Source: an optimization exercise on an open RTL-to-GDS flow (aim: small area, a short achievable clock period and few clock cycles per item). Production flows keep margins and buffers that such runs may drop.
Where RTL was checked, it was by simulation tests only, not by an equivalence proof against the original.
No functional check of the RTL was part of run 1.

==> flow/design.v, too long to show whole: its modules and the start of the top module <==
// module nn_ctrl: 128 lines
// module nn_operand_store: 56 lines
// module nn_mac_lane: 67 lines
// module nn_mul_add: 392 lines
// module nn_booth_enc: 26 lines
// module nn_hidden_layer: 40 lines
// module nn_output_neuron: 30 lines
// module nn_sum3: 166 lines
// module nn_top: 94 lines
module nn_top #(
  parameter int data_w = 16,
  parameter int frac_w = 8
) (
  input  wire                clk,
  input  wire                rst_n,
  input  wire                in_valid_w1,
  input  wire                in_valid_w2,
  input  wire                in_valid_d,
  input  wire  [data_w-1:0]  weight1,
  input  wire  [data_w-1:0]  weight2,
  input  wire  [data_w-1:0]  data_point,
  output logic               out_valid,
  output logic [data_w-1:0]  out
);
  // ...
==> flow/flow/run.sh <==
#!/bin/bash
set -euo pipefail
M=7.0
R=orfs/results/sky130hd/nn_top/base
bash standard.sh SETUP_SLACK_MARGIN=$M synth > synth_flow.log 2>&1
cp $R/1_2_yosys.v $R/1_2_yosys_orig.v
python3 flow/fa_polarity.py $R/1_2_yosys_orig.v $R/1_2_yosys_fapol.v > fa_polarity.log 2>&1
python3 flow/out_adder.py $R/1_2_yosys_fapol.v $R/1_2_yosys_oadd.v > out_adder.log 2>&1
cp $R/1_2_yosys_oadd.v $R/1_2_yosys.v
rm -f $R/1_synth.odb $R/1_synth.sdc
bash standard.sh SETUP_SLACK_MARGIN=$M finish > standard_flow.log 2>&1
==> flow/flow/fa_polarity.py <==
#!/usr/bin/env python3
"""Remove inverters around full-adder cells by choosing each full adder's
polarity: a full adder with all three inputs inverted gives both outputs
inverted, so FA(~a,~b,~c) = (~s, ~co). Rewrites a Yosys-written netlist of
standard cells; registers and all other cells are left as they are.

usage: fa_polarity.py in.v out.v"""
import re, sys

INV = re.compile(r"sky130_fd_sc_hd__(inv|clkinv)_\d+$")
FA = re.compile(r"sky130_fd_sc_hd__fa_\d+$")

src = open(sys.argv[1]).read()
m = re.search(r"^module .*?;\n", src, re.S | re.M)
cell_re = re.compile(r"^  (sky130_fd_sc_hd__\w+) (\S+)\s+\((.*?)\n  \);\n", re.S | re.M)
pin_re = re.compile(r"\.(\w+)\((.*?)\)(?:,|\s*$)", re.M)

cells = []
for cm in cell_re.finditer(src):
    typ, name, body = cm.group(1), cm.group(2), cm.group(3)
    pins = [(p, n.strip()) for p, n in pin_re.findall(body)]
    cells.append([typ, name, pins, cm.start(), cm.end()])

OUTS = {"X", "Y", "Q", "Q_N", "SUM", "COUT", "HI", "LO"}
ports_out = set()
for pm in re.finditer(r"^  output (?:\[(\d+):(\d+)\] )?(\S+);", src, re.M):
    if pm.group(1):
        for i in range(int(pm.group(2)), int(pm.group(1)) + 1):
            ports_out.add(f"{pm.group(3)}[{i}]")
    else:
        ports_out.add(pm.group(3))

driver = {}
for ci, c in enumerate(cells):
    for p, n in c[2]:
        if p in OUTS:
            driver[n] = (ci, p)

def is_inv(ci):
    return INV.match(cells[ci][0]) is not None

# removable inverters: not driving a port
inv_out = {}
for ci, c in enumerate(cells):
    if is_inv(ci):
        a = dict(c[2])["A"]; y = dict(c[2])["Y"]
        if y not in ports_out:
            inv_out[y] = a

def base(n):
    pol = 0
    while n in inv_out:
        n = inv_out[n]; pol ^= 1
    return n, pol

fa_ids = [ci for ci, c in enumerate(cells) if FA.match(c[0])]
fa_set = set(fa_ids)
# consumers: (cell index, pin, base net, polarity needed w.r.t. true base signal)
cons = {}      # base -> list of [ci, pin, pol]
for ci, c in enumerate(cells):
    if ci in inv_out.values():
        pass
    if is_inv(ci) and dict(c[2])["Y"] in inv_out:
        continue
    for p, n in c[2]:
        if p in OUTS:
            continue
        b, pol = base(n)
        cons.setdefault(b, []).append([ci, p, pol])
# port outputs driven directly by a net also count as consumers (fixed)
flip = {ci: 0 for ci in fa_ids}
out_of = {}    # base net -> FA index if driven by an FA output
for ci in fa_ids:
    for p, n in cells[ci][2]:
        if p in ("SUM", "COUT"):
            out_of[n] = ci

def need_inv(b):
    """1 if some consumer of base b needs the polarity the wire lacks."""
    wire_pol = flip.get(out_of.get(b), 0) if b in out_of else 0
    for ci, p, pol in cons.get(b, []):
        q = pol ^ (flip[ci] if ci in fa_set else 0)
        if q != wire_pol:
            return 1
    return 0

def nets_of(ci):
    s = set()
    for p, n in cells[ci][2]:
        if p in OUTS:
            s.add(n)
        else:
            s.add(base(n)[0])
    return s

total = sum(need_inv(b) for b in cons)
print(f"fa_polarity: {len(fa_ids)} full adders, {sum(1 for c in range(len(cells)) if is_inv(c))} inverters, {total} needed before", file=sys.stderr)
changed = True
it = 0
while changed and it < 50:
    changed = False; it += 1
    for ci in fa_ids:
        ns = nets_of(ci)
        before = sum(need_inv(b) for b in ns)
        flip[ci] ^= 1
        after = sum(need_inv(b) for b in ns)
        if after < before:
            changed = True
        else:
            flip[ci] ^= 1
total = sum(need_inv(b) for b in cons)
print(f"fa_polarity: {sum(flip.values())} flipped, {total} inverters needed after", file=sys.stderr)

# rewrite: wire of base b carries b ^ wire_pol; make an inverted copy where needed
new_pins = {ci: dict(c[2]) for ci, c in enumerate(cells)}
extra = []
k = 0
for b, lst in cons.items():
    wire_pol = flip.get(out_of.get(b), 0) if b in out_of else 0
    inv_net = None
    for ci, p, pol in lst:
        q = pol ^ (flip[ci] if ci in fa_set else 0)
        if q == wire_pol:
            new_pins[ci][p] = b
        else:
            if inv_net is None:
                k += 1
                inv_net = f"_fapol_{k}_"
                extra.append((b, inv_net, k))
            new_pins[ci][p] = inv_net

def esc(n):
    return n + " " if n.startswith("\\") else n

drop = set(ci for ci, c in enumerate(cells) if is_inv(ci) and dict(c[2])["Y"] in inv_out)
out = []
pos = 0
for ci, c in enumerate(cells):
    out.append(src[pos:c[3]])
    pos = c[4]
    if ci in drop:
        continue
    pins = c[2]
    body = ",\n".join(f"    .{p}({esc(new_pins[ci][p])})" for p, _ in pins)
    out.append(f"  {c[0]} {c[1]} (\n{body}\n  );\n")
tail = src[pos:]
ins = "".join(f"  sky130_fd_sc_hd__inv_1 _fapol_inv_{k}_ (\n    .A({esc(b)}),\n    .Y({n})\n  );\n" for b, n, k in extra)
decl = "".join(f"  wire {n};\n" for b, n, k in extra)
text = "".join(out)
# declare new wires after the module header's port declarations
hdr_end = text.index("\n", text.index("module ")) + 1
text = text[:hdr_end] + decl + text[hdr_end:]
tail = tail.replace("endmodule", ins + "endmodule", 1)
open(sys.argv[2], "w").write(text + tail)
==> flow/flow/out_adder.py <==
#!/usr/bin/env python3
"""Replace the logic between the output registers u_output.x / u_output.y
and the out port (out = x + y, 16 bits) by a Sklansky adder built from
standard cells. Checks that the replaced logic is exactly the cone of out
from those registers. usage: out_adder.py in.v out.v"""
import re, sys

W = 16
src = open(sys.argv[1]).read()
cell_re = re.compile(r"^  (sky130_fd_sc_hd__\w+) (\S+)\s+\((.*?)\n  \);\n", re.S | re.M)
pin_re = re.compile(r"\.(\w+)\((.*?)\)(?:,|\s*$)", re.M)
OUTS = {"X", "Y", "Q", "Q_N", "SUM", "COUT", "HI", "LO"}
SEQ = re.compile(r"sky130_fd_sc_hd__(df|edf|sdf|dl)")

cells = []
for cm in cell_re.finditer(src):
    pins = [(p, n.strip()) for p, n in pin_re.findall(cm.group(3))]
    cells.append([cm.group(1), cm.group(2), pins, cm.start(), cm.end()])
driver = {}
loads = {}
for ci, c in enumerate(cells):
    for p, n in c[2]:
        if p in OUTS:
            driver[n] = ci
        else:
            loads.setdefault(n, []).append(ci)

xs = [f"\\u_output.x[{k}]" for k in range(W)]
ys = [f"\\u_output.y[{k}]" for k in range(W)]
outs = [f"out[{k}]" for k in range(W)]
leaves = set(xs) | set(ys)
cone = set()
stack = list(outs)
seen = set()
while stack:
    n = stack.pop()
    if n in seen or n in leaves:
        continue
    seen.add(n)
    ci = driver.get(n)
    if ci is None:
        sys.exit(f"out_adder: {n} has no driver inside the netlist")
    if SEQ.match(cells[ci][0]):
        sys.exit(f"out_adder: cone reaches register {cells[ci][1]}")
    if ci in cone:
        continue
    cone.add(ci)
    for p, m in cells[ci][2]:
        if p not in OUTS:
            stack.append(m)
# nets made inside the cone must not be used outside it
for ci in cone:
    for p, n in cells[ci][2]:
        if p in OUTS:
            for l in loads.get(n, []):
                if l not in cone and n not in outs:
                    sys.exit(f"out_adder: {n} is used outside the adder")
for n in leaves:
    if not any(n == m for ci in cone for p, m in cells[ci][2]):
        sys.exit(f"out_adder: {n} does not reach out")

# Kogge-Stone adder
new = []
wires = []
k = [0]
def cell(typ, **pins):
    k[0] += 1
    name = f"_oadd_{k[0]}_"
    body = ",\n".join(f"    .{p}({n + ' ' if n.startswith(chr(92)) else n})" for p, n in pins.items())
    new.append(f"  sky130_fd_sc_hd__{typ} {name} (\n{body}\n  );\n")
def wire(nm):
    wires.append(f"  wire {nm};\n")
    return nm
g = {}; t = {}
for i in range(W):
    g[i] = wire(f"_oadd_g0_{i}_"); t[i] = wire(f"_oadd_p0_{i}_")
    cell("and2_1", A=xs[i], B=ys[i], X=g[i])
    cell("xor2_1", A=xs[i], B=ys[i], X=t[i])
p0 = dict(t)
d = 1; lvl = 0
while d < W:
    # Sklansky: bit i joins the last bit of the block below it
    lvl += 1
    ng = dict(g); nt = dict(t)
    for i in range(W):
        if (i // d) % 2 == 1:
            j = (i // d) * d - 1
            ng[i] = wire(f"_oadd_g{lvl}_{i}_")
            cell("a21o_1", A1=t[i], A2=g[j], B1=g[i], X=ng[i])
            if j - (j // d) * d + 1 < j + 1 and (i // d) * d - d > 0:
                nt[i] = wire(f"_oadd_p{lvl}_{i}_")
                cell("and2_1", A=t[i], B=t[j], X=nt[i])
    g, t = ng, nt
    d *= 2
cell("buf_1", A=p0[0], X=outs[0])
for i in range(1, W):
    cell("xor2_1", A=p0[i], B=g[i - 1], X=outs[i])

drop = cone
out = []
pos = 0
for ci, c in enumerate(cells):
    out.append(src[pos:c[3]])
    pos = c[4]
    if ci in drop:
        continue
    out.append(src[c[3]:c[4]])
tail = src[pos:].replace("endmodule", "".join(new) + "endmodule", 1)
text = "".join(out)
hdr_end = text.index("\n", text.index("module ")) + 1
text = text[:hdr_end] + "".join(wires) + text[hdr_end:]
open(sys.argv[2], "w").write(text + tail)
print(f"out_adder: replaced {len(cone)} cells by {len(new)}", file=sys.stderr)
==> flow/standard.sh <==
#!/bin/bash
# synth_recipe.tcl (not shown) runs the flow's synth.tcl, then flattens the netlist and writes it again
# the make line also repeats each setting of config.mk as NAME=value (left out here)
make -C /OpenROAD-flow-scripts/flow DESIGN_CONFIG=/design/flow/config.mk WORK_HOME=/design/flow/orfs CLKGATE_MAP_FILE= SYNTH_SCRIPT=/design/flow/synth_recipe.tcl "${@:-finish}"
==> flow/config.mk <==
export PLATFORM = sky130hd
export DESIGN_NAME = nn_top
export DESIGN_NICKNAME = nn_top
export VERILOG_FILES = /design/flow/design.v
export SDC_FILE = /design/flow/constraint.sdc
export NUM_CORES = 4
export LEC_CHECK = 0
export CAP_MARGIN = 20
export CORE_MARGIN = 2
export CORE_UTILIZATION = 40
export SLEW_MARGIN = 20
==> flow/constraint.sdc <==
create_clock -name core_clock -period 12.0 [get_ports {clk}]
set_input_delay 2.4000 -clock core_clock [delete_from_list [all_inputs] [get_ports {clk}]]
set_output_delay 2.4000 -clock core_clock [all_outputs]
set_load 0.01 [all_outputs]
==> out/summary.txt, run 1 <==
initial antenna violation count = 1
Final clock-cell share = 5.063%
metal2 WL = 44830 um
Post-CTS Hold Buffers = 0
commonest non-fill, non-tap cell in the layout = edfxtp_1
buffering overhead = 4.177%
slowest stage delay, CP = 0.61 ns
Global Route met3 Usage = 4.797%
clkbuf count = 72
DR vias = 23810
worst hold path depth = 0
Setup crit start kind = flop
1st-iter DRT viols = 2380
Largest regs = u_store.w1 (192), u_store.d (64)
Cell Chain, Critical Path = a22oi_2 -> xor2_1 -> fa_1 -> inv_2 -> fa_1 -> fa_1 -> fa_1 -> ha_4 -> and3_4 -> a221o_1 -> a221oi_2 -> o311a_1 -> nor3_2 -> a2111oi_2 -> xnor2_1 -> o21ai_1
multi-input logic area = 21310 sq um
status = finished clean
Worst path top cell family by delay = adder cells
Initial Util = 40.52%
largest net degree at the start of global routing = 84
Fin Clk Skew = 0.05427 ns
FILL cells = 8206
Worst-Margin Slew = 1.097 ns
vias in the first global route = 23840
Clock Latency Late Sink = 0.66 ns
clk slew on worst S/H paths = 0.06 ns
port bufs = 69
Root Buffer = clkbuf_16
I/O Pins = 70
antenna viol nets, final = 0
final wirelength = 97560 um
Hold WC Path Type = flop to flop
Sequential Area = 14450 sq um
==> run 2, diff against run 1 <==
--- a/flow/design.v
+++ b/flow/design.v
@@ -408,252 +408,243 @@
   wire pp7_2 = ((b_one7 & w[2]) | (b_two7 & w[1])) ^ b_neg7;
   wire pp7_3 = ((b_one7 & w[3]) | (b_two7 & w[2])) ^ b_neg7;
   wire pp7_4 = ((b_one7 & w[4]) | (b_two7 & w[3])) ^ b_neg7;
   wire pp7_5 = ((b_one7 & w[5]) | (b_two7 & w[4])) ^ b_neg7;
   wire pp7_6 = ((b_one7 & w[6]) | (b_two7 & w[5])) ^ b_neg7;
   wire pp7_7 = ((b_one7 & w[7]) | (b_two7 & w[6])) ^ b_neg7;
   wire pp7_8 = ((b_one7 & w[8]) | (b_two7 & w[7])) ^ b_neg7;
   wire pp7_9 = ((b_one7 & w[9]) | (b_two7 & w[8])) ^ b_neg7;
-  wire t_s1 = b_neg7 ^ add[6];
-  wire t_c2 = b_neg7 & add[6];
-  wire t_s3 = add[7] ^ pp0_15;
-  wire t_c4 = add[7] & pp0_15;
-  wire t_s5 = add[8] ^ pp0_16;
-  wire t_c6 = add[8] & pp0_16;
-  wire t_s7 = add[9] ^ pp0_16;
-  wire t_c8 = add[9] & pp0_16;
-  wire t_s9 = add[10] ^ pp0_16n;
-  wire t_c10 = add[10] & pp0_16n;
-  wire t_s11 = b_neg4 ^ add[0];
-  wire t_c12 = b_neg4 & add[0];
-  wire t_s13 = add[1] ^ pp0_9;
-  wire t_c14 = add[1] & pp0_9;
-  wire t_s15 = b_neg5 ^ add[2] ^ pp0_10;
-  wire t_c16 = (b_neg5 & add[2]) | (b_neg5 & pp0_10) | (add[2] & pp0_10);
-  wire t_s17 = pp1_8 ^ pp2_6;
-  wire t_c18 = pp1_8 & pp2_6;
-  wire t_s19 = add[3] ^ pp0_11 ^ pp1_9;
-  wire t_c20 = (add[3] & pp0_11) | (add[3] & pp1_9) | (pp0_11 & pp1_9);
-  wire t_s21 = pp2_7 ^ pp3_5;
-  wire t_c22 = pp2_7 & pp3_5;
-  wire t_s23 = b_neg6 ^ add[4] ^ pp0_12;
-  wire t_c24 = (b_neg6 & add[4]) | (b_neg6 & pp0_12) | (add[4] & pp0_12);
-  wire t_s25 = pp1_10 ^ pp2_8 ^ pp3_6;
-  wire t_c26 = (pp1_10 & pp2_8) | (pp1_10 & pp3_6) | (pp2_8 & pp3_6);
-  wire t_s27 = pp4_4 ^ pp5_2;
-  wire t_c28 = pp4_4 & pp5_2;
-  wire t_s29 = add[5] ^ pp0_13 ^ pp1_11;
-  wire t_c30 = (add[5] & pp0_13) | (add[5] & pp1_11) | (pp0_13 & pp1_11);
-  wire t_s31 = pp2_9 ^ pp3_7 ^ pp4_5;
-  wire t_c32 = (pp2_9 & pp3_7) | (pp2_9 & pp4_5) | (pp3_7 & pp4_5);
-  wire t_s33 = pp5_3 ^ pp6_1;
-  wire t_c34 = pp5_3 & pp6_1;
-  wire t_s35 = pp0_14 ^ pp1_12 ^ pp2_10;
-  wire t_c36 = (pp0_14 & pp1_12) | (pp0_14 & pp2_10) | (pp1_12 & pp2_10);
-  wire t_s37 = pp3_8 ^ pp4_6 ^ pp5_4;
-  wire t_c38 = (pp3_8 & pp4_6) | (pp3_8 & pp5_4) | (pp4_6 & pp5_4);
-  wire t_s39 = pp6_2 ^ pp7_0 ^ t_s1;
-  wire t_c40 = (pp6_2 & pp7_0) | (pp6_2 & t_s1) | (pp7_0 & t_s1);
-  wire t_s41 = pp1_13 ^ pp2_11 ^ pp3_9;
-  wire t_c42 = (pp1_13 & pp2_11) | (pp1_13 & pp3_9) | (pp2_11 & pp3_9);
-  wire t_s43 = pp4_7 ^ pp5_5 ^ pp6_3;
-  wire t_c44 = (pp4_7 & pp5_5) | (pp4_7 & pp6_3) | (pp5_5 & pp6_3);
-  wire t_s45 = pp7_1 ^ t_c2 ^ t_s3;
-  wire t_c46 = (pp7_1 & t_c2) | (pp7_1 & t_s3) | (t_c2 & t_s3);
-  wire t_s47 = pp1_14 ^ pp2_12 ^ pp3_10;
-  wire t_c48 = (pp1_14 & pp2_12) | (pp1_14 & pp3_10) | (pp2_12 & pp3_10);
-  wire t_s49 = pp4_8 ^ pp5_6 ^ pp6_4;
-  wire t_c50 = (pp4_8 & pp5_6) | (pp4_8 & pp6_4) | (pp5_6 & pp6_4);
-  wire t_s51 = pp7_2 ^ t_c4 ^ t_s5;
-  wire t_c52 = (pp7_2 & t_c4) | (pp7_2 & t_s5) | (t_c4 & t_s5);
-  wire t_s53 = pp1_15 ^ pp2_13 ^ pp3_11;
-  wire t_c54 = (pp1_15 & pp2_13) | (pp1_15 & pp3_11) | (pp2_13 & pp3_11);
-  wire t_s55 = pp4_9 ^ pp5_7 ^ pp6_5;
-  wire t_c56 = (pp4_9 & pp5_7) | (pp4_9 & pp6_5) | (pp5_7 & pp6_5);
-  wire t_s57 = pp7_3 ^ t_c6 ^ t_s7;
-  wire t_c58 = (pp7_3 & t_c6) | (pp7_3 & t_s7) | (t_c6 & t_s7);
-  wire t_s59 = pp1_16n ^ pp2_14 ^ pp3_12;
-  wire t_c60 = (pp1_16n & pp2_14) | (pp1_16n & pp3_12) | (pp2_14 & pp3_12);
-  wire t_s61 = pp4_10 ^ pp5_8 ^ pp6_6;
-  wire t_c62 = (pp4_10 & pp5_8) | (pp4_10 & pp6_6) | (pp5_8 & pp6_6);
-  wire t_s63 = pp7_4 ^ t_c8 ^ t_s9;
-  wire t_c64 = (pp7_4 & t_c8) | (pp7_4 & t_s9) | (t_c8 & t_s9);
-  wire t_s65 = 1'b1 ^ add[11] ^ pp2_15;
-  wire t_c66 = (1'b1 & add[11]) | (1'b1 & pp2_15) | (add[11] & pp2_15);
-  wire t_s67 = pp3_13 ^ pp4_11 ^ pp5_9;
-  wire t_c68 = (pp3_13 & pp4_11) | (pp3_13 & pp5_9) | (pp4_11 & pp5_9);
-  wire t_s69 = pp6_7 ^ pp7_5 ^ t_c10;
-  wire t_c70 = (pp6_7 & pp7_5) | (pp6_7 & t_c10) | (pp7_5 & t_c10);
-  wire t_s71 = add[12] ^ pp2_16n ^ pp3_14;
-  wire t_c72 = (add[12] & pp2_16n) | (add[12] & pp3_14) | (pp2_16n & pp3_14);
-  wire t_s73 = pp4_12 ^ pp5_10 ^ pp6_8;
-  wire t_c74 = (pp4_12 & pp5_10) | (pp4_12 & pp6_8) | (pp5_10 & pp6_8);
-  wire t_s75 = 1'b1 ^ add[13] ^ pp3_15;
-  wire t_c76 = (1'b1 & add[13]) | (1'b1 & pp3_15) | (add[13] & pp3_15);
-  wire t_s77 = pp4_13 ^ pp5_11;
-  wire t_c78 = pp4_13 & pp5_11;
-  wire t_s79 = add[14] ^ pp3_16n ^ pp4_14;
-  wire t_c80 = (add[14] & pp3_16n) | (add[14] & pp4_14) | (pp3_16n & pp4_14);
-  wire t_s81 = 1'b1 ^ add[15];
-  wire t_c82 = 1'b1 & add[15];
-  wire t_s83 = b_neg3 ^ pp0_6;
-  wire t_c84 = b_neg3 & pp0_6;
-  wire t_s85 = pp0_7 ^ pp1_5;
-  wire t_c86 = pp0_7 & pp1_5;
-  wire t_s87 = pp0_8 ^ pp1_6 ^ pp2_4;
-  wire t_c88 = (pp0_8 & pp1_6) | (pp0_8 & pp2_4) | (pp1_6 & pp2_4);
-  wire t_s89 = pp3_2 ^ pp4_0;
-  wire t_c90 = pp3_2 & pp4_0;
-  wire t_s91 = pp1_7 ^ pp2_5 ^ pp3_3;
-  wire t_c92 = (pp1_7 & pp2_5) | (pp1_7 & pp3_3) | (pp2_5 & pp3_3);
-  wire t_s93 = pp4_1 ^ t_c12 ^ t_s13;
-  wire t_c94 = (pp4_1 & t_c12) | (pp4_1 & t_s13) | (t_c12 & t_s13);
-  wire t_s95 = pp3_4 ^ pp4_2 ^ pp5_0;
-  wire t_c96 = (pp3_4 & pp4_2) | (pp3_4 & pp5_0) | (pp4_2 & pp5_0);
-  wire t_s97 = t_c14 ^ t_s17 ^ t_s15;
-  wire t_c98 = (t_c14 & t_s17) | (t_c14 & t_s15) | (t_s17 & t_s15);
-  wire t_s99 = pp4_3 ^ pp5_1 ^ t_c18;
-  wire t_c100 = (pp4_3 & pp5_1) | (pp4_3 & t_c18) | (pp5_1 & t_c18);
-  wire t_s101 = t_s21 ^ t_c16 ^ t_s19;
-  wire t_c102 = (t_s21 & t_c16) | (t_s21 & t_s19) | (t_c16 & t_s19);
-  wire t_s103 = pp6_0 ^ t_c22 ^ t_s27;
-  wire t_c104 = (pp6_0 & t_c22) | (pp6_0 & t_s27) | (t_c22 & t_s27);
-  wire t_s105 = t_c20 ^ t_s23 ^ t_s25;
-  wire t_c106 = (t_c20 & t_s23) | (t_c20 & t_s25) | (t_s23 & t_s25);
-  wire t_s107 = t_c28 ^ t_s33 ^ t_c24;
-  wire t_c108 = (t_c28 & t_s33) | (t_c28 & t_c24) | (t_s33 & t_c24);
-  wire t_s109 = t_c26 ^ t_s29 ^ t_s31;
-  wire t_c110 = (t_c26 & t_s29) | (t_c26 & t_s31) | (t_s29 & t_s31);
-  wire t_s111 = t_c34 ^ t_c30 ^ t_c32;
-  wire t_c112 = (t_c34 & t_c30) | (t_c34 & t_c32) | (t_c30 & t_c32);
-  wire t_s113 = t_s35 ^ t_s37 ^ t_s39;
-  wire t_c114 = (t_s35 & t_s37) | (t_s35 & t_s39) | (t_s37 & t_s39);
-  wire t_s115 = t_c36 ^ t_c38 ^ t_s41;
-  wire t_c116 = (t_c36 & t_c38) | (t_c36 & t_s41) | (t_c38 & t_s41);
-  wire t_s117 = t_s43 ^ t_c40 ^ t_s45;
-  wire t_c118 = (t_s43 & t_c40) | (t_s43 & t_s45) | (t_c40 & t_s45);
-  wire t_s119 = t_c42 ^ t_c44 ^ t_s47;
-  wire t_c120 = (t_c42 & t_c44) | (t_c42 & t_s47) | (t_c44 & t_s47);
-  wire t_s121 = t_s49 ^ t_c46 ^ t_s51;
-  wire t_c122 = (t_s49 & t_c46) | (t_s49 & t_s51) | (t_c46 & t_s51);
-  wire t_s123 = t_c48 ^ t_c50 ^ t_s53;
-  wire t_c124 = (t_c48 & t_c50) | (t_c48 & t_s53) | (t_c50 & t_s53);
-  wire t_s125 = t_s55 ^ t_c52 ^ t_s57;
-  wire t_c126 = (t_s55 & t_c52) | (t_s55 & t_s57) | (t_c52 & t_s57);
-  wire t_s127 = t_c54 ^ t_c56 ^ t_s59;
-  wire t_c128 = (t_c54 & t_c56) | (t_c54 & t_s59) | (t_c56 & t_s59);
-  wire t_s129 = t_s61 ^ t_c58 ^ t_s63;
-  wire t_c130 = (t_s61 & t_c58) | (t_s61 & t_s63) | (t_c58 & t_s63);
-  wire t_s131 = t_c60 ^ t_c62 ^ t_s65;
-  wire t_c132 = (t_c60 & t_c62) | (t_c60 & t_s65) | (t_c62 & t_s65);
-  wire t_s133 = t_s67 ^ t_c64 ^ t_s69;
-  wire t_c134 = (t_s67 & t_c64) | (t_s67 & t_s69) | (t_c64 & t_s69);
-  wire t_s135 = pp7_6 ^ t_c66 ^ t_c68;
-  wire t_c136 = (pp7_6 & t_c66) | (pp7_6 & t_c68) | (t_c66 & t_c68);
-  wire t_s137 = t_s71 ^ t_s73 ^ t_c70;
-  wire t_c138 = (t_s71 & t_s73) | (t_s71 & t_c70) | (t_s73 & t_c70);
-  wire t_s139 = pp6_9 ^ pp7_7 ^ t_s77;
-  wire t_c140 = (pp6_9 & pp7_7) | (pp6_9 & t_s77) | (pp7_7 & t_s77);
-  wire t_s141 = t_c72 ^ t_c74 ^ t_s75;
-  wire t_c142 = (t_c72 & t_c74) | (t_c72 & t_s75) | (t_c74 & t_s75);
-  wire t_s143 = pp5_12 ^ pp6_10 ^ pp7_8;
-  wire t_c144 = (pp5_12 & pp6_10) | (pp5_12 & pp7_8) | (pp6_10 & pp7_8);
-  wire t_s145 = t_c78 ^ t_c76 ^ t_s79;
-  wire t_c146 = (t_c78 & t_c76) | (t_c78 & t_s79) | (t_c76 & t_s79);
-  wire t_s147 = pp4_15 ^ pp5_13 ^ pp6_11;
-  wire t_c148 = (pp4_15 & pp5_13) | (pp4_15 & pp6_11) | (pp5_13 & pp6_11);
-  wire t_s149 = pp7_9 ^ t_s81 ^ t_c80;
-  wire t_c150 = (pp7_9 & t_s81) | (pp7_9 & t_c80) | (t_s81 & t_c80);
-  wire t_s151 = b_neg2 ^ pp0_4;
-  wire t_c152 = b_neg2 & pp0_4;
-  wire t_s153 = pp0_5 ^ pp1_3;
-  wire t_c154 = pp0_5 & pp1_3;
-  wire t_s155 = pp1_4 ^ pp2_2 ^ pp3_0;
-  wire t_c156 = (pp1_4 & pp2_2) | (pp1_4 & pp3_0) | (pp2_2 & pp3_0);
-  wire t_s157 = pp2_3 ^ pp3_1 ^ t_c84;
-  wire t_c158 = (pp2_3 & pp3_1) | (pp2_3 & t_c84) | (pp3_1 & t_c84);
-  wire t_s159 = t_c86 ^ t_s11 ^ t_s89;
-  wire t_c160 = (t_c86 & t_s11) | (t_c86 & t_s89) | (t_s11 & t_s89);
-  wire t_s161 = t_c90 ^ t_c88 ^ t_s91;
-  wire t_c162 = (t_c90 & t_c88) | (t_c90 & t_s91) | (t_c88 & t_s91);
-  wire t_s163 = t_c92 ^ t_s95 ^ t_c94;
-  wire t_c164 = (t_c92 & t_s95) | (t_c92 & t_c94) | (t_s95 & t_c94);
-  wire t_s165 = t_c96 ^ t_s99 ^ t_c98;
-  wire t_c166 = (t_c96 & t_s99) | (t_c96 & t_c98) | (t_s99 & t_c98);
-  wire t_s167 = t_c100 ^ t_s103 ^ t_c102;
-  wire t_c168 = (t_c100 & t_s103) | (t_c100 & t_c102) | (t_s103 & t_c102);
-  wire t_s169 = t_c104 ^ t_c106 ^ t_s107;
-  wire t_c170 = (t_c104 & t_c106) | (t_c104 & t_s107) | (t_c106 & t_s107);
-  wire t_s171 = t_c108 ^ t_c110 ^ t_s111;
-  wire t_c172 = (t_c108 & t_c110) | (t_c108 & t_s111) | (t_c110 & t_s111);
-  wire t_s173 = t_c112 ^ t_s115 ^ t_c114;
-  wire t_c174 = (t_c112 & t_s115) | (t_c112 & t_c114) | (t_s115 & t_c114);
-  wire t_s175 = t_c116 ^ t_s119 ^ t_c118;
-  wire t_c176 = (t_c116 & t_s119) | (t_c116 & t_c118) | (t_s119 & t_c118);
-  wire t_s177 = t_c120 ^ t_s123 ^ t_c122;
-  wire t_c178 = (t_c120 & t_s123) | (t_c120 & t_c122) | (t_s123 & t_c122);
-  wire t_s179 = t_c124 ^ t_s127 ^ t_c126;
-  wire t_c180 = (t_c124 & t_s127) | (t_c124 & t_c126) | (t_s127 & t_c126);
-  wire t_s181 = t_c128 ^ t_s131 ^ t_c130;
-  wire t_c182 = (t_c128 & t_s131) | (t_c128 & t_c130) | (t_s131 & t_c130);
-  wire t_s183 = t_c132 ^ t_s135 ^ t_c134;
-  wire t_c184 = (t_c132 & t_s135) | (t_c132 & t_c134) | (t_s135 & t_c134);
-  wire t_s185 = t_c136 ^ t_s139 ^ t_s141;
-  wire t_c186 = (t_c136 & t_s139) | (t_c136 & t_s141) | (t_s139 & t_s141);
-  wire t_s187 = t_s143 ^ t_c140 ^ t_c142;
-  wire t_c188 = (t_s143 & t_c140) | (t_s143 & t_c142) | (t_c140 & t_c142);
-  wire t_s189 = t_c144 ^ t_s147 ^ t_c146;
-  wire t_c190 = (t_c144 & t_s147) | (t_c144 & t_c146) | (t_s147 & t_c146);
-  wire t_s191 = b_neg1 ^ pp0_2;
-  wire t_c192 = b_neg1 & pp0_2;
-  wire t_s193 = pp0_3 ^ pp1_1;
-  wire t_c194 = pp0_3 & pp1_1;
-  wire t_s195 = pp1_2 ^ pp2_0 ^ t_s151;
-  wire t_c196 = (pp1_2 & pp2_0) | (pp1_2 & t_s151) | (pp2_0 & t_s151);
-  wire t_s197 = pp2_1 ^ t_c152 ^ t_s153;
-  wire t_c198 = (pp2_1 & t_c152) | (pp2_1 & t_s153) | (t_c152 & t_s153);
-  wire t_s199 = t_c154 ^ t_s83 ^ t_s155;
-  wire t_c200 = (t_c154 & t_s83) | (t_c154 & t_s155) | (t_s83 & t_s155);
-  wire t_s201 = t_s85 ^ t_c156 ^ t_s157;
-  wire t_c202 = (t_s85 & t_c156) | (t_s85 & t_s157) | (t_c156 & t_s157);
-  wire t_s203 = t_s87 ^ t_c158 ^ t_s159;
-  wire t_c204 = (t_s87 & t_c158) | (t_s87 & t_s159) | (t_c158 & t_s159);
-  wire t_s205 = t_c160 ^ t_s93 ^ t_s161;
-  wire t_c206 = (t_c160 & t_s93) | (t_c160 & t_s161) | (t_s93 & t_s161);
-  wire t_s207 = t_c162 ^ t_s97 ^ t_s163;
-  wire t_c208 = (t_c162 & t_s97) | (t_c162 & t_s163) | (t_s97 & t_s163);
-  wire t_s209 = t_s101 ^ t_c164 ^ t_s165;
-  wire t_c210 = (t_s101 & t_c164) | (t_s101 & t_s165) | (t_c164 & t_s165);
-  wire t_s211 = t_s105 ^ t_c166 ^ t_s167;
-  wire t_c212 = (t_s105 & t_c166) | (t_s105 & t_s167) | (t_c166 & t_s167);
-  wire t_s213 = t_s109 ^ t_c168 ^ t_s169;
-  wire t_c214 = (t_s109 & t_c168) | (t_s109 & t_s169) | (t_c168 & t_s169);
-  wire t_s215 = t_c170 ^ t_s113 ^ t_s171;
-  wire t_c216 = (t_c170 & t_s113) | (t_c170 & t_s171) | (t_s113 & t_s171);
-  wire t_s217 = t_c172 ^ t_s117 ^ t_s173;
-  wire t_c218 = (t_c172 & t_s117) | (t_c172 & t_s173) | (t_s117 & t_s173);
-  wire t_s219 = t_s121 ^ t_c174 ^ t_s175;
-  wire t_c220 = (t_s121 & t_c174) | (t_s121 & t_s175) | (t_c174 & t_s175);
-  wire t_s221 = t_s125 ^ t_c176 ^ t_s177;
-  wire t_c222 = (t_s125 & t_c176) | (t_s125 & t_s177) | (t_c176 & t_s177);
-  wire t_s223 = t_s129 ^ t_c178 ^ t_s179;
-  wire t_c224 = (t_s129 & t_c178) | (t_s129 & t_s179) | (t_c178 & t_s179);
-  wire t_s225 = t_s133 ^ t_c180 ^ t_s181;
-  wire t_c226 = (t_s133 & t_c180) | (t_s133 & t_s181) | (t_c180 & t_s181);
-  wire t_s227 = t_s137 ^ t_s183 ^ t_c182;
-  wire t_c228 = (t_s137 & t_s183) | (t_s137 & t_c182) | (t_s183 & t_c182);
-  wire t_s229 = t_c138 ^ t_s185 ^ t_c184;
-  wire t_c230 = (t_c138 & t_s185) | (t_c138 & t_c184) | (t_s185 & t_c184);
-  wire t_s231 = t_s145 ^ t_s187 ^ t_c186;
-  wire t_c232 = (t_s145 & t_s187) | (t_s145 & t_c186) | (t_s187 & t_c186);
-  wire t_s233 = t_s149 ^ t_c188 ^ t_s189;
-  wire t_c234 = (t_s149 & t_c188) | (t_s149 & t_s189) | (t_c188 & t_s189);
-  wire [23:0] ra = {t_c232, t_s231, t_s229, t_c226, t_c224, t_c222, t_c220, t_c218, t_c216, t_c214, t_c212, t_c210, t_c208, t_c206, t_c204, t_c202, t_c200, t_c198, t_c196, t_c194, t_c192, pp1_0, pp0_1, b_neg0};
-  wire [23:0] rb = {t_s233, t_c230, t_c228, t_s227, t_s225, t_s223, t_s221, t_s219, t_s217, t_s215, t_s213, t_s211, t_s209, t_s207, t_s205, t_s203, t_s201, t_s199, t_s197, t_s195, t_s193, t_s191, 1'b0, pp0_0};
+  wire [15:0] add_n = add + {9'd0, neg[7], 6'd0};
+  wire t_s1 = b_neg4 ^ add_n[0];
+  wire t_c2 = b_neg4 & add_n[0];
+  wire t_s3 = add_n[1] ^ pp0_9;
+  wire t_c4 = add_n[1] & pp0_9;
+  wire t_s5 = b_neg5 ^ add_n[2] ^ pp0_10;
+  wire t_c6 = (b_neg5 & add_n[2]) | (b_neg5 & pp0_10) | (add_n[2] & pp0_10);
+  wire t_s7 = pp1_8 ^ pp2_6;
+  wire t_c8 = pp1_8 & pp2_6;
+  wire t_s9 = add_n[3] ^ pp0_11 ^ pp1_9;
+  wire t_c10 = (add_n[3] & pp0_11) | (add_n[3] & pp1_9) | (pp0_11 & pp1_9);
+  wire t_s11 = pp2_7 ^ pp3_5;
+  wire t_c12 = pp2_7 & pp3_5;
+  wire t_s13 = b_neg6 ^ add_n[4] ^ pp0_12;
+  wire t_c14 = (b_neg6 & add_n[4]) | (b_neg6 & pp0_12) | (add_n[4] & pp0_12);
+  wire t_s15 = pp1_10 ^ pp2_8 ^ pp3_6;
+  wire t_c16 = (pp1_10 & pp2_8) | (pp1_10 & pp3_6) | (pp2_8 & pp3_6);
+  wire t_s17 = pp4_4 ^ pp5_2;
+  wire t_c18 = pp4_4 & pp5_2;
+  wire t_s19 = add_n[5] ^ pp0_13 ^ pp1_11;
+  wire t_c20 = (add_n[5] & pp0_13) | (add_n[5] & pp1_11) | (pp0_13 & pp1_11);
+  wire t_s21 = pp2_9 ^ pp3_7 ^ pp4_5;
+  wire t_c22 = (pp2_9 & pp3_7) | (pp2_9 & pp4_5) | (pp3_7 & pp4_5);
+  wire t_s23 = pp5_3 ^ pp6_1;
+  wire t_c24 = pp5_3 & pp6_1;
+  wire t_s25 = add_n[6] ^ pp0_14 ^ pp1_12;
+  wire t_c26 = (add_n[6] & pp0_14) | (add_n[6] & pp1_12) | (pp0_14 & pp1_12);
+  wire t_s27 = pp2_10 ^ pp3_8 ^ pp4_6;
+  wire t_c28 = (pp2_10 & pp3_8) | (pp2_10 & pp4_6) | (pp3_8 & pp4_6);
+  wire t_s29 = pp5_4 ^ pp6_2 ^ pp7_0;
+  wire t_c30 = (pp5_4 & pp6_2) | (pp5_4 & pp7_0) | (pp6_2 & pp7_0);
+  wire t_s31 = add_n[7] ^ pp0_15 ^ pp1_13;
+  wire t_c32 = (add_n[7] & pp0_15) | (add_n[7] & pp1_13) | (pp0_15 & pp1_13);
+  wire t_s33 = pp2_11 ^ pp3_9 ^ pp4_7;
+  wire t_c34 = (pp2_11 & pp3_9) | (pp2_11 & pp4_7) | (pp3_9 & pp4_7);
+  wire t_s35 = pp5_5 ^ pp6_3 ^ pp7_1;
+  wire t_c36 = (pp5_5 & pp6_3) | (pp5_5 & pp7_1) | (pp6_3 & pp7_1);
+  wire t_s37 = add_n[8] ^ pp0_16 ^ pp1_14;
+  wire t_c38 = (add_n[8] & pp0_16) | (add_n[8] & pp1_14) | (pp0_16 & pp1_14);
+  wire t_s39 = pp2_12 ^ pp3_10 ^ pp4_8;
+  wire t_c40 = (pp2_12 & pp3_10) | (pp2_12 & pp4_8) | (pp3_10 & pp4_8);
+  wire t_s41 = pp5_6 ^ pp6_4 ^ pp7_2;
+  wire t_c42 = (pp5_6 & pp6_4) | (pp5_6 & pp7_2) | (pp6_4 & pp7_2);
+  wire t_s43 = add_n[9] ^ pp0_16 ^ pp1_15;
+  wire t_c44 = (add_n[9] & pp0_16) | (add_n[9] & pp1_15) | (pp0_16 & pp1_15);
+  wire t_s45 = pp2_13 ^ pp3_11 ^ pp4_9;
+  wire t_c46 = (pp2_13 & pp3_11) | (pp2_13 & pp4_9) | (pp3_11 & pp4_9);
+  wire t_s47 = pp5_7 ^ pp6_5 ^ pp7_3;
+  wire t_c48 = (pp5_7 & pp6_5) | (pp5_7 & pp7_3) | (pp6_5 & pp7_3);
+  wire t_s49 = add_n[10] ^ pp0_16n ^ pp1_16n;
+  wire t_c50 = (add_n[10] & pp0_16n) | (add_n[10] & pp1_16n) | (pp0_16n & pp1_16n);
+  wire t_s51 = pp2_14 ^ pp3_12 ^ pp4_10;
+  wire t_c52 = (pp2_14 & pp3_12) | (pp2_14 & pp4_10) | (pp3_12 & pp4_10);
+  wire t_s53 = pp5_8 ^ pp6_6 ^ pp7_4;
+  wire t_c54 = (pp5_8 & pp6_6) | (pp5_8 & pp7_4) | (pp6_6 & pp7_4);
+  wire t_s55 = 1'b1 ^ add_n[11] ^ pp2_15;
+  wire t_c56 = (1'b1 & add_n[11]) | (1'b1 & pp2_15) | (add_n[11] & pp2_15);
+  wire t_s57 = pp3_13 ^ pp4_11 ^ pp5_9;
+  wire t_c58 = (pp3_13 & pp4_11) | (pp3_13 & pp5_9) | (pp4_11 & pp5_9);
+  wire t_s59 = pp6_7 ^ pp7_5;
+  wire t_c60 = pp6_7 & pp7_5;
+  wire t_s61 = add_n[12] ^ pp2_16n ^ pp3_14;
+  wire t_c62 = (add_n[12] & pp2_16n) | (add_n[12] & pp3_14) | (pp2_16n & pp3_14);
+  wire t_s63 = pp4_12 ^ pp5_10 ^ pp6_8;
+  wire t_c64 = (pp4_12 & pp5_10) | (pp4_12 & pp6_8) | (pp5_10 & pp6_8);
+  wire t_s65 = 1'b1 ^ add_n[13] ^ pp3_15;
+  wire t_c66 = (1'b1 & add_n[13]) | (1'b1 & pp3_15) | (add_n[13] & pp3_15);
+  wire t_s67 = pp4_13 ^ pp5_11;
+  wire t_c68 = pp4_13 & pp5_11;
+  wire t_s69 = add_n[14] ^ pp3_16n ^ pp4_14;
+  wire t_c70 = (add_n[14] & pp3_16n) | (add_n[14] & pp4_14) | (pp3_16n & pp4_14);
+  wire t_s71 = 1'b1 ^ add_n[15];
+  wire t_c72 = 1'b1 & add_n[15];
+  wire t_s73 = b_neg3 ^ pp0_6;
+  wire t_c74 = b_neg3 & pp0_6;
+  wire t_s75 = pp0_7 ^ pp1_5;
+  wire t_c76 = pp0_7 & pp1_5;
+  wire t_s77 = pp0_8 ^ pp1_6 ^ pp2_4;
+  wire t_c78 = (pp0_8 & pp1_6) | (pp0_8 & pp2_4) | (pp1_6 & pp2_4);
+  wire t_s79 = pp3_2 ^ pp4_0;
+  wire t_c80 = pp3_2 & pp4_0;
+  wire t_s81 = pp1_7 ^ pp2_5 ^ pp3_3;
+  wire t_c82 = (pp1_7 & pp2_5) | (pp1_7 & pp3_3) | (pp2_5 & pp3_3);
+  wire t_s83 = pp4_1 ^ t_c2 ^ t_s3;
+  wire t_c84 = (pp4_1 & t_c2) | (pp4_1 & t_s3) | (t_c2 & t_s3);
+  wire t_s85 = pp3_4 ^ pp4_2 ^ pp5_0;
+  wire t_c86 = (pp3_4 & pp4_2) | (pp3_4 & pp5_0) | (pp4_2 & pp5_0);
+  wire t_s87 = t_c4 ^ t_s7 ^ t_s5;
+  wire t_c88 = (t_c4 & t_s7) | (t_c4 & t_s5) | (t_s7 & t_s5);
+  wire t_s89 = pp4_3 ^ pp5_1 ^ t_c8;
+  wire t_c90 = (pp4_3 & pp5_1) | (pp4_3 & t_c8) | (pp5_1 & t_c8);
+  wire t_s91 = t_s11 ^ t_c6 ^ t_s9;
+  wire t_c92 = (t_s11 & t_c6) | (t_s11 & t_s9) | (t_c6 & t_s9);
+  wire t_s93 = pp6_0 ^ t_c12 ^ t_s17;
+  wire t_c94 = (pp6_0 & t_c12) | (pp6_0 & t_s17) | (t_c12 & t_s17);
+  wire t_s95 = t_c10 ^ t_s13 ^ t_s15;
+  wire t_c96 = (t_c10 & t_s13) | (t_c10 & t_s15) | (t_s13 & t_s15);
+  wire t_s97 = t_c18 ^ t_s23 ^ t_c14;
+  wire t_c98 = (t_c18 & t_s23) | (t_c18 & t_c14) | (t_s23 & t_c14);
+  wire t_s99 = t_c16 ^ t_s19 ^ t_s21;
+  wire t_c100 = (t_c16 & t_s19) | (t_c16 & t_s21) | (t_s19 & t_s21);
+  wire t_s101 = t_c24 ^ t_c20 ^ t_c22;
+  wire t_c102 = (t_c24 & t_c20) | (t_c24 & t_c22) | (t_c20 & t_c22);
+  wire t_s103 = t_s25 ^ t_s27 ^ t_s29;
+  wire t_c104 = (t_s25 & t_s27) | (t_s25 & t_s29) | (t_s27 & t_s29);
+  wire t_s105 = t_c26 ^ t_c28 ^ t_c30;
+  wire t_c106 = (t_c26 & t_c28) | (t_c26 & t_c30) | (t_c28 & t_c30);
+  wire t_s107 = t_s31 ^ t_s33 ^ t_s35;
+  wire t_c108 = (t_s31 & t_s33) | (t_s31 & t_s35) | (t_s33 & t_s35);
+  wire t_s109 = t_c32 ^ t_c34 ^ t_c36;
+  wire t_c110 = (t_c32 & t_c34) | (t_c32 & t_c36) | (t_c34 & t_c36);
+  wire t_s111 = t_s37 ^ t_s39 ^ t_s41;
+  wire t_c112 = (t_s37 & t_s39) | (t_s37 & t_s41) | (t_s39 & t_s41);
+  wire t_s113 = t_c38 ^ t_c40 ^ t_c42;
+  wire t_c114 = (t_c38 & t_c40) | (t_c38 & t_c42) | (t_c40 & t_c42);
+  wire t_s115 = t_s43 ^ t_s45 ^ t_s47;
+  wire t_c116 = (t_s43 & t_s45) | (t_s43 & t_s47) | (t_s45 & t_s47);
+  wire t_s117 = t_c44 ^ t_c46 ^ t_c48;
+  wire t_c118 = (t_c44 & t_c46) | (t_c44 & t_c48) | (t_c46 & t_c48);
+  wire t_s119 = t_s49 ^ t_s51 ^ t_s53;
+  wire t_c120 = (t_s49 & t_s51) | (t_s49 & t_s53) | (t_s51 & t_s53);
+  wire t_s121 = t_s59 ^ t_c50 ^ t_c52;
+  wire t_c122 = (t_s59 & t_c50) | (t_s59 & t_c52) | (t_c50 & t_c52);
+  wire t_s123 = t_c54 ^ t_s55 ^ t_s57;
+  wire t_c124 = (t_c54 & t_s55) | (t_c54 & t_s57) | (t_s55 & t_s57);
+  wire t_s125 = pp7_6 ^ t_c60 ^ t_c56;
+  wire t_c126 = (pp7_6 & t_c60) | (pp7_6 & t_c56) | (t_c60 & t_c56);
+  wire t_s127 = t_c58 ^ t_s61 ^ t_s63;
+  wire t_c128 = (t_c58 & t_s61) | (t_c58 & t_s63) | (t_s61 & t_s63);
+  wire t_s129 = pp6_9 ^ pp7_7 ^ t_s67;
+  wire t_c130 = (pp6_9 & pp7_7) | (pp6_9 & t_s67) | (pp7_7 & t_s67);
+  wire t_s131 = t_c62 ^ t_c64 ^ t_s65;
+  wire t_c132 = (t_c62 & t_c64) | (t_c62 & t_s65) | (t_c64 & t_s65);
+  wire t_s133 = pp5_12 ^ pp6_10 ^ pp7_8;
+  wire t_c134 = (pp5_12 & pp6_10) | (pp5_12 & pp7_8) | (pp6_10 & pp7_8);
+  wire t_s135 = t_c68 ^ t_c66 ^ t_s69;
+  wire t_c136 = (t_c68 & t_c66) | (t_c68 & t_s69) | (t_c66 & t_s69);
+  wire t_s137 = pp4_15 ^ pp5_13 ^ pp6_11;
+  wire t_c138 = (pp4_15 & pp5_13) | (pp4_15 & pp6_11) | (pp5_13 & pp6_11);
+  wire t_s139 = pp7_9 ^ t_s71 ^ t_c70;
+  wire t_c140 = (pp7_9 & t_s71) | (pp7_9 & t_c70) | (t_s71 & t_c70);
+  wire t_s141 = b_neg2 ^ pp0_4;
+  wire t_c142 = b_neg2 & pp0_4;
+  wire t_s143 = pp0_5 ^ pp1_3;
+  wire t_c144 = pp0_5 & pp1_3;
+  wire t_s145 = pp1_4 ^ pp2_2 ^ pp3_0;
+  wire t_c146 = (pp1_4 & pp2_2) | (pp1_4 & pp3_0) | (pp2_2 & pp3_0);
+  wire t_s147 = pp2_3 ^ pp3_1 ^ t_c74;
+  wire t_c148 = (pp2_3 & pp3_1) | (pp2_3 & t_c74) | (pp3_1 & t_c74);
+  wire t_s149 = t_c76 ^ t_s1 ^ t_s79;
+  wire t_c150 = (t_c76 & t_s1) | (t_c76 & t_s79) | (t_s1 & t_s79);
+  wire t_s151 = t_c80 ^ t_c78 ^ t_s81;
+  wire t_c152 = (t_c80 & t_c78) | (t_c80 & t_s81) | (t_c78 & t_s81);
+  wire t_s153 = t_c82 ^ t_s85 ^ t_c84;
+  wire t_c154 = (t_c82 & t_s85) | (t_c82 & t_c84) | (t_s85 & t_c84);
+  wire t_s155 = t_c86 ^ t_s89 ^ t_c88;
+  wire t_c156 = (t_c86 & t_s89) | (t_c86 & t_c88) | (t_s89 & t_c88);
+  wire t_s157 = t_c90 ^ t_s93 ^ t_c92;
+  wire t_c158 = (t_c90 & t_s93) | (t_c90 & t_c92) | (t_s93 & t_c92);
+  wire t_s159 = t_c94 ^ t_c96 ^ t_s97;
+  wire t_c160 = (t_c94 & t_c96) | (t_c94 & t_s97) | (t_c96 & t_s97);
+  wire t_s161 = t_c98 ^ t_c100 ^ t_s101;
+  wire t_c162 = (t_c98 & t_c100) | (t_c98 & t_s101) | (t_c100 & t_s101);
+  wire t_s163 = t_c102 ^ t_c104 ^ t_s105;
+  wire t_c164 = (t_c102 & t_c104) | (t_c102 & t_s105) | (t_c104 & t_s105);
+  wire t_s165 = t_c106 ^ t_c108 ^ t_s109;
+  wire t_c166 = (t_c106 & t_c108) | (t_c106 & t_s109) | (t_c108 & t_s109);
+  wire t_s167 = t_c110 ^ t_c112 ^ t_s113;
+  wire t_c168 = (t_c110 & t_c112) | (t_c110 & t_s113) | (t_c112 & t_s113);
+  wire t_s169 = t_c114 ^ t_c116 ^ t_s117;
+  wire t_c170 = (t_c114 & t_c116) | (t_c114 & t_s117) | (t_c116 & t_s117);
+  wire t_s171 = t_c118 ^ t_c120 ^ t_s121;
+  wire t_c172 = (t_c118 & t_c120) | (t_c118 & t_s121) | (t_c120 & t_s121);
+  wire t_s173 = t_c122 ^ t_c124 ^ t_s125;
+  wire t_c174 = (t_c122 & t_c124) | (t_c122 & t_s125) | (t_c124 & t_s125);
+  wire t_s175 = t_c126 ^ t_s129 ^ t_c128;
+  wire t_c176 = (t_c126 & t_s129) | (t_c126 & t_c128) | (t_s129 & t_c128);
+  wire t_s177 = t_s133 ^ t_c130 ^ t_c132;
+  wire t_c178 = (t_s133 & t_c130) | (t_s133 & t_c132) | (t_c130 & t_c132);
+  wire t_s179 = t_c134 ^ t_s137 ^ t_c136;
+  wire t_c180 = (t_c134 & t_s137) | (t_c134 & t_c136) | (t_s137 & t_c136);
+  wire t_s181 = b_neg1 ^ pp0_2;
+  wire t_c182 = b_neg1 & pp0_2;
+  wire t_s183 = pp0_3 ^ pp1_1;
+  wire t_c184 = pp0_3 & pp1_1;
+  wire t_s185 = pp1_2 ^ pp2_0 ^ t_s141;
+  wire t_c186 = (pp1_2 & pp2_0) | (pp1_2 & t_s141) | (pp2_0 & t_s141);
+  wire t_s187 = pp2_1 ^ t_c142 ^ t_s143;
+  wire t_c188 = (pp2_1 & t_c142) | (pp2_1 & t_s143) | (t_c142 & t_s143);
+  wire t_s189 = t_c144 ^ t_s73 ^ t_s145;
+  wire t_c190 = (t_c144 & t_s73) | (t_c144 & t_s145) | (t_s73 & t_s145);
+  wire t_s191 = t_s75 ^ t_c146 ^ t_s147;
+  wire t_c192 = (t_s75 & t_c146) | (t_s75 & t_s147) | (t_c146 & t_s147);
+  wire t_s193 = t_s77 ^ t_c148 ^ t_s149;
+  wire t_c194 = (t_s77 & t_c148) | (t_s77 & t_s149) | (t_c148 & t_s149);
+  wire t_s195 = t_c150 ^ t_s83 ^ t_s151;
+  wire t_c196 = (t_c150 & t_s83) | (t_c150 & t_s151) | (t_s83 & t_s151);
+  wire t_s197 = t_c152 ^ t_s87 ^ t_s153;
+  wire t_c198 = (t_c152 & t_s87) | (t_c152 & t_s153) | (t_s87 & t_s153);
+  wire t_s199 = t_s91 ^ t_c154 ^ t_s155;
+  wire t_c200 = (t_s91 & t_c154) | (t_s91 & t_s155) | (t_c154 & t_s155);
+  wire t_s201 = t_s95 ^ t_c156 ^ t_s157;
+  wire t_c202 = (t_s95 & t_c156) | (t_s95 & t_s157) | (t_c156 & t_s157);
+  wire t_s203 = t_s99 ^ t_c158 ^ t_s159;
+  wire t_c204 = (t_s99 & t_c158) | (t_s99 & t_s159) | (t_c158 & t_s159);
+  wire t_s205 = t_s103 ^ t_c160 ^ t_s161;
+  wire t_c206 = (t_s103 & t_c160) | (t_s103 & t_s161) | (t_c160 & t_s161);
+  wire t_s207 = t_s107 ^ t_c162 ^ t_s163;
+  wire t_c208 = (t_s107 & t_c162) | (t_s107 & t_s163) | (t_c162 & t_s163);
+  wire t_s209 = t_s111 ^ t_c164 ^ t_s165;
+  wire t_c210 = (t_s111 & t_c164) | (t_s111 & t_s165) | (t_c164 & t_s165);
+  wire t_s211 = t_s115 ^ t_c166 ^ t_s167;
+  wire t_c212 = (t_s115 & t_c166) | (t_s115 & t_s167) | (t_c166 & t_s167);
+  wire t_s213 = t_s119 ^ t_c168 ^ t_s169;
+  wire t_c214 = (t_s119 & t_c168) | (t_s119 & t_s169) | (t_c168 & t_s169);
+  wire t_s215 = t_s123 ^ t_c170 ^ t_s171;
+  wire t_c216 = (t_s123 & t_c170) | (t_s123 & t_s171) | (t_c170 & t_s171);
+  wire t_s217 = t_s127 ^ t_c172 ^ t_s173;
+  wire t_c218 = (t_s127 & t_c172) | (t_s127 & t_s173) | (t_c172 & t_s173);
+  wire t_s219 = t_s131 ^ t_c174 ^ t_s175;
+  wire t_c220 = (t_s131 & t_c174) | (t_s131 & t_s175) | (t_c174 & t_s175);
+  wire t_s221 = t_s135 ^ t_c176 ^ t_s177;
+  wire t_c222 = (t_s135 & t_c176) | (t_s135 & t_s177) | (t_c176 & t_s177);
+  wire t_s223 = t_s139 ^ t_c178 ^ t_s179;
+  wire t_c224 = (t_s139 & t_c178) | (t_s139 & t_s179) | (t_c178 & t_s179);
+  wire [23:0] ra = {t_c222, t_c220, t_c218, t_c216, t_c214, t_c212, t_c210, t_c208, t_c206, t_c204, t_c202, t_c200, t_c198, t_c196, t_c194, t_c192, t_c190, t_c188, t_c186, t_c184, t_c182, pp1_0, pp0_1, b_neg0};
+  wire [23:0] rb = {t_s223, t_s221, t_s219, t_s217, t_s215, t_s213, t_s211, t_s209, t_s207, t_s205, t_s203, t_s201, t_s199, t_s197, t_s195, t_s193, t_s191, t_s189, t_s187, t_s185, t_s183, t_s181, 1'b0, pp0_0};
   wire [23:0] sum = ra + rb;
   wire [8:0] lo = ra[7:0] + rb[7:0];
   assign y    = sum[23:8];
   assign hi_a = ra[23:8];
   assign hi_b = rb[23:8];
   assign lo_c = lo[8];
 endmodule
 module nn_booth_enc (input wire [15:0] x, output wire [7:0] one, output wire [7:0] two, output wire [7:0] neg);
==> flow/flow/run.sh (replaced) <==
#!/bin/bash
set -euo pipefail
M=7.4
R=orfs/results/sky130hd/nn_top/base
bash standard.sh SETUP_SLACK_MARGIN=$M synth > synth_flow.log 2>&1
cp $R/1_2_yosys.v $R/1_2_yosys_orig.v
python3 flow/fa_polarity.py $R/1_2_yosys_orig.v $R/1_2_yosys_fapol.v > fa_polarity.log 2>&1
python3 flow/out_adder.py $R/1_2_yosys_fapol.v $R/1_2_yosys_oadd.v > out_adder.log 2>&1
cp $R/1_2_yosys_oadd.v $R/1_2_yosys.v
rm -f $R/1_synth.odb $R/1_synth.sdc
bash standard.sh SETUP_SLACK_MARGIN=$M finish > standard_flow.log 2>&1
==> run 2 against run 1 <==
Routed wire length grew 10%. Largest cell class unchanged. Design area grew 6.4%. Critical path depth shrank 8. Highest routed layer is now met5. Hold slack gained 0.0024 ns. First-iteration DRC count grew 8.7%.
==> out/summary.txt, run 2 <==
CTS Buf Count = 57
initial antenna violation count = 5 (+4)
Initial Util = 40.20% (-0.32 points)
number of failing hold endpoints at the final stage = 0
worst-case clock buffer depth = 3
Mapped Avg Cell Area = 11.55 sq um
FILL cells = 7812 (-4.8%)
Setup TNS = 0 ns
GPL Wtd Cong = 0.8888
Slew Viols, Final = 0
Worst Path Required = 9.60 ns
clk slew on worst S/H paths = 0.06 ns (about the same)
WS Path Type = flop to output pin
Mapped Cells = 3123
first-pass GRT wire length = 160700 um
Fin Clk Skew = 0.04023 ns (-0.01404 ns)
antenna viol nets, final = 0 (unchanged)
Slew HR = 23.05%
port bufs = 69 (unchanged)
Worst-Margin Slew = 1.153 ns (+0.05609 ns)
Post-CTS Hold Buffers = 0 (unchanged)
Post-Syn Nets = 3648
Fmax = 0.2032 GHz
max_cap viols = 0
vias in the first global route = 25670 (+7.7%)
status = finished clean
Biggest register = u_store.w1
1st-iter DRT viols = 2586 (+8.7%)
DIE WIDTH = 304.3 um
I/O Pins = 70 (unchanged)
DR vias = 25610 (+7.6%)
Core Box Area = 89740 sq um
largest net degree at the start of global routing = 129 (+54%)
mean number of vias per cell = 5.589
area grow syn2layout = 24.22%
most frequent cells in the layout = edfxtp_1, a22oi_1, xnor2_1
Die Y = 304.3 um
Initial DRT Pass Iterations = 10
endpoints failing setup = 0
final wirelength = 107500 um (+10%)
max reg flops = 192
share of layout cells above drive strength 1 = 30.41%
Setup crit start kind = flop
Root Buffer = clkbuf_16
Sequential Area = 14460 sq um (about the same)
worst hold slack = 0.4168 ns
gr usage total = 22.57%
H-tree levels = 2
DIE AREA = 92610 sq um
fin crit share = 41.00%
multi-input logic area = 22750 sq um (+6.8%)
# rows = 110
Crit. End Element = output pin
post-place setup slack = 6.596 ns
Post-Syn Area = 36080 sq um
Largest regs = u_store.w1 (192), u_store.d (64)
worst-path fanout max = 8
TritonCTS clock tree = yes
critical path arrival = 2.52 ns
Hold WC Path Type = flop to flop
Clock Latency Late Sink = 0.65 ns (about the same)
DR DRC count = 0
Tmin final = 4.920 ns
GRT Residual Overflow = 0
# clock sinks = 535
Yosys warning count = 6
unrepaired setup endpoints after global routing = true
fin util = 49.94%
Nets = 3880
commonest non-fill, non-tap cell in the layout = edfxtp_1
Avg WL per Cell = 23.46 um
DP HPWL = 73450 um
final worst slack = 7.080 ns
==> run 2: critical path: stages, from the launching register on <==
cell and delay [ns]:
dfrtp_1 0.43, xor2_2 0.18, a21o_1 0.21, a21o_4 0.27
a21o_4 0.25, buf_4 0.14, buf_6 0.10, xor2_1 0.13
buf_2 0.15
==> run 2: layout make-up <==
| type | instances | area share [%] |
|---|---|---|
| tap | 1176 | 3.283 |
| inverter | 188 | 1.608 |
| timing repair buffer | 404 | 7.745 |
| sequential | 535 | 32.27 |
| multi-input combinational | 2169 | 50.77 |
| antenna | 2 | 0.01117 |
| clock buffer | 91 | 3.761 |
| clock inverter | 17 | 0.5500 |
==> run 2: stage by stage <==
step | cells | cell area (sq um)
after floorplan | 3123 | 36530
after global placement | 4162 | 37750
after detailed placement | 4162 | 37750
after CTS | 4449 | 42560
after global routing | 4582 | 44820
final | 4582 | 44820
==> run 2: final timing paths <==
check	from	endpoint	slack, ns	depth (start not counted)
setup / recovery	u_output.x[1]	out[8]	7.08	8
hold / removal	u_store.d[41]	u_store.d[25]	0.42	0
setup reg to reg	u_hidden.g_lane[1].u_lane.neg[7]	u_output.y[13]	7.10	15
hold reg to reg	u_store.d[41]	u_store.d[25]	0.42	0
max in group asynchronous	rst_n	u_output.x[2]	9.31	1
min in group asynchronous	rst_n	u_ctrl.cnt[1]	1.92	1
==> run 2: what timing repair did <==
item	in CTS	in global routing
buffers inserted	179	131
gates resized for setup	539	286
setup endpoints to repair	109	101
pin swaps	191	195
==> run 2: routing by layer <==
metal  GRT usage (%)  vias up  wire [um]
li1                -    11340          -
met1           31.98    12980      46260
met2           35.14     1062      49030
met3           3.963      229       8317
met4           7.414        4       3872
met5               0        -         31
Testbench counts of run 2, summed over its fixed seeds: cycles 22,400, inferences 3,200.
==> run 3, diff against run 2 <==
--- a/flow/flow/run.sh
+++ b/flow/flow/run.sh
@@ -2,3 +2,3 @@
 set -euo pipefail
-M=7.4
+M=6.8
 R=orfs/results/sky130hd/nn_top/base
==> run 3 against run 2 <==
Still clean. Core utilization decreased by 5.2 points. Clock-buffer cell count is 11 lower. Design area is 10% lower. Global-route usage is 0.59 points lower. Area after synthesis unchanged. Sequential share of layout area rose by 3.3 points. Via count is 6.6% lower. Largest cell class unchanged.
==> out/summary.txt, run 3 <==
metal1 wirelength = 44840 um (-3.1%)
Placed Area = 37580 sq um (-0.46%)
Design Area, Final = 40140 sq um (-10%)
critical path arrival = 5.58 ns (+3.06 ns)
Setup crit start kind = flop
final worst slack = 6.940 ns (-0.1398 ns)
endpoints failing setup = 0 (unchanged)
# rows = 110 (unchanged)
Mapped Cells = 3123 (unchanged)
I/O Pins = 70 (unchanged)
Post-Syn Nets = 3648 (unchanged)
Avg WL per Cell = 23.65 um (+0.81%)
WS Path Type = flop to flop
CP max-delay cell = fa_1
Slew Viols, Final = 0 (unchanged)
DR vias = 23920 (-6.6%)
FILL cells = 8343 (+6.8%)
DIE WIDTH = 304.3 um (unchanged)
unrepaired setup endpoints after global routing = true
Clock Latency Late Sink = 0.62 ns (-0.03 ns)
clk slew on worst S/H paths = 0.06 ns (about the same)
Fin Clk Skew = 0.03024 ns (-0.009991 ns)
Crit. End Element = flop
DIE AREA = 92610 sq um (unchanged)
Initial DRT Pass Iterations = 9 (-1)
share of layout cells above drive strength 1 = 9.984% (-20 points)
Fmax = 0.1976 GHz (-2.8%)
number of failing hold endpoints at the final stage = 0 (unchanged)
GPL Wtd Cong = 0.9253 (+4.1%)
DP HPWL = 75190 um (+2.4%)
CTS Buf Count = 55 (-3.5%)
Largest regs = u_store.w1 (192), u_store.d (64)
Mapped Avg Cell Area = 11.55 sq um (unchanged)
fin crit share = 42.17% (+1.2 points)
mean number of vias per cell = 5.561 (-0.50%)
Worst path top cell family by delay = adder cells
Yosys warning count = 6 (unchanged)
most frequent cells in the layout = a22oi_1, fa_1, xnor2_1
Die Y = 304.3 um (unchanged)
fin util = 44.74% (-5.2 points)
Buf/Inv on CP = 3 (unchanged)
Initial Util = 40.20% (unchanged)
Worst-Margin Slew = 1.221 ns (+0.06827 ns)
Hold WC Path Type = flop to flop
# clock sinks = 535 (unchanged)
H-tree levels = 2 (unchanged)
worst hold slack = 0.4160 ns (-0.0008500 ns)
status = finished clean
gr usage total = 21.99% (-0.59 points)
initial antenna violation count = 3 (-2)
fin cells = 4302 (-6.1%)
DR DRC count = 0 (unchanged)
vias in the first global route = 24560 (-4.4%)
max_cap viols = 0 (unchanged)
antenna viol nets, final = 0 (unchanged)
post-place setup slack = 6.515 ns (-0.08132 ns)
commonest non-fill, non-tap cell in the layout = a22oi_1
final wirelength = 101800 um (-5.4%)
largest net degree at the start of global routing = 95 (-26%)
placed cell count = 4164 (+0.048%)
area grow syn2layout = 11.27%
Tmin final = 5.060 ns (+0.1398 ns)
Core Box Area = 89740 sq um (unchanged)
port bufs = 69 (unchanged)
Slew HR = 17.72% (-5.3 points)
Worst Path Required = 12.52 ns (+2.92 ns)
worst-case clock buffer depth = 3 (unchanged)
worst-path fanout max = 8 (unchanged)
metal2 WL = 44910 um (-8.4%)
Most common cell on crit path = fa_1
slowest stage delay, CP = 0.55 ns (+0.12 ns)
first-pass GRT wire length = 156300 um (-2.7%)
TritonCTS clock tree = yes
Setup TNS = 0 ns (unchanged)
Post-CTS Hold Buffers = 0 (unchanged)
max reg flops = 192 (unchanged)
GRT Residual Overflow = 0 (unchanged)
Root Buffer = clkbuf_16
met3 wire length = 7526 um (-9.5%)
Post-Syn Area = 36080 sq um (unchanged)
Max Used Layer = met5
Cell Chain, Critical Path = clkinvlp_4 -> buf_4 -> xnor2_1 -> fa_1 -> inv_1 -> fa_1 -> fa_1 -> ha_1 -> a21oi_2 -> o21ai_0 -> a211o_1 -> nand3b_1 -> o211ai_1 -> a21oi_2 -> o21ai_1 -> o41ai_2 -> xnor2_1 -> a21o_1
1st-iter DRT viols = 2663 (+3.0%)
Biggest register = u_store.w1
Nets = 3603 (-7.1%)
==> run 3: cell type report <==
cell class / instances / area, sq um / share of cell area (%)
inverter: 188 / 720.7 / 1.795
timing repair buffer: 129 / 1139 / 2.836
clock buffer: 80 / 1600 / 3.986
antenna: 1 / 2.502 / 0.006233
tap: 1176 / 1471 / 3.665
sequential: 535 / 14270 / 35.54
clock inverter: 24 / 366.6 / 0.9132
multi-input combinational: 2169 / 20580 / 51.26
==> run 3: what timing repair did <==
item | in CTS | in global routing
gates resized for setup | 83 | 91
setup endpoints to repair | 46 | 63
pin swaps | 0 | 10
setup buffers | 0 | 33
==> run 3: final timing paths <==
| kind | slack (ns) | end | from | depth (start not counted) |
|---|---|---|---|---|
| min in group asynchronous | 1.88 | u_store.w1_ok[7] | rst_n | 1 |
| worst max-delay path | 6.94 | u_hidden.g_lane[2].u_lane.m[14] | u_hidden.g_lane[2].u_lane.neg[5] | 18 |
| worst min-delay path | 0.42 | u_store.d[2] | u_store.d[18] | 0 |
| worst min register to register | 0.42 | u_store.d[2] | u_store.d[18] | 0 |
| max in group asynchronous | 9.49 | u_output.x[5] | rst_n | 1 |
| worst max register to register | 6.94 | u_hidden.g_lane[2].u_lane.m[14] | u_hidden.g_lane[2].u_lane.neg[5] | 18 |
==> run 3: per-layer routing <==
metal	global-route usage, %	vias up
met1	31.37	12000
met4	8.945	8
met2	33.41	951
met3	3.524	183
met5	0	-
li1	-	10790

port drivers added, routing unchanged:
Ports are ideal in the flow. The routed layouts listed here were re-timed in OpenROAD.
Step 1, drivers: a clkbuf_16 drives clk and a buf_2 each remaining input, both assumed.
Step 2 adds t to the input delays and takes it off the output delays; t is the mean of the earliest and latest rising clock arrival at the registers after step 1. Input paths then give back, and output paths get back, about the clock's delay inside the block.
a / b / c = no drivers / after step 1 / after step 2; a / b = the first two.
| run | t (ns) | setup WS [ns] | clock arrival spread, ns |
|---|---|---|---|
| run 1 | 0.701 | 7.052 / 7.010 / 7.052 | 0.064 / 0.063 |
| run 2 | 0.690 | 7.080 / 7.016 / 7.097 | 0.041 / 0.040 |
| run 3 | 0.672 | 6.940 / 6.903 / 6.940 | 0.031 / 0.031 |
After both steps setup and hold are still met in every run listed.
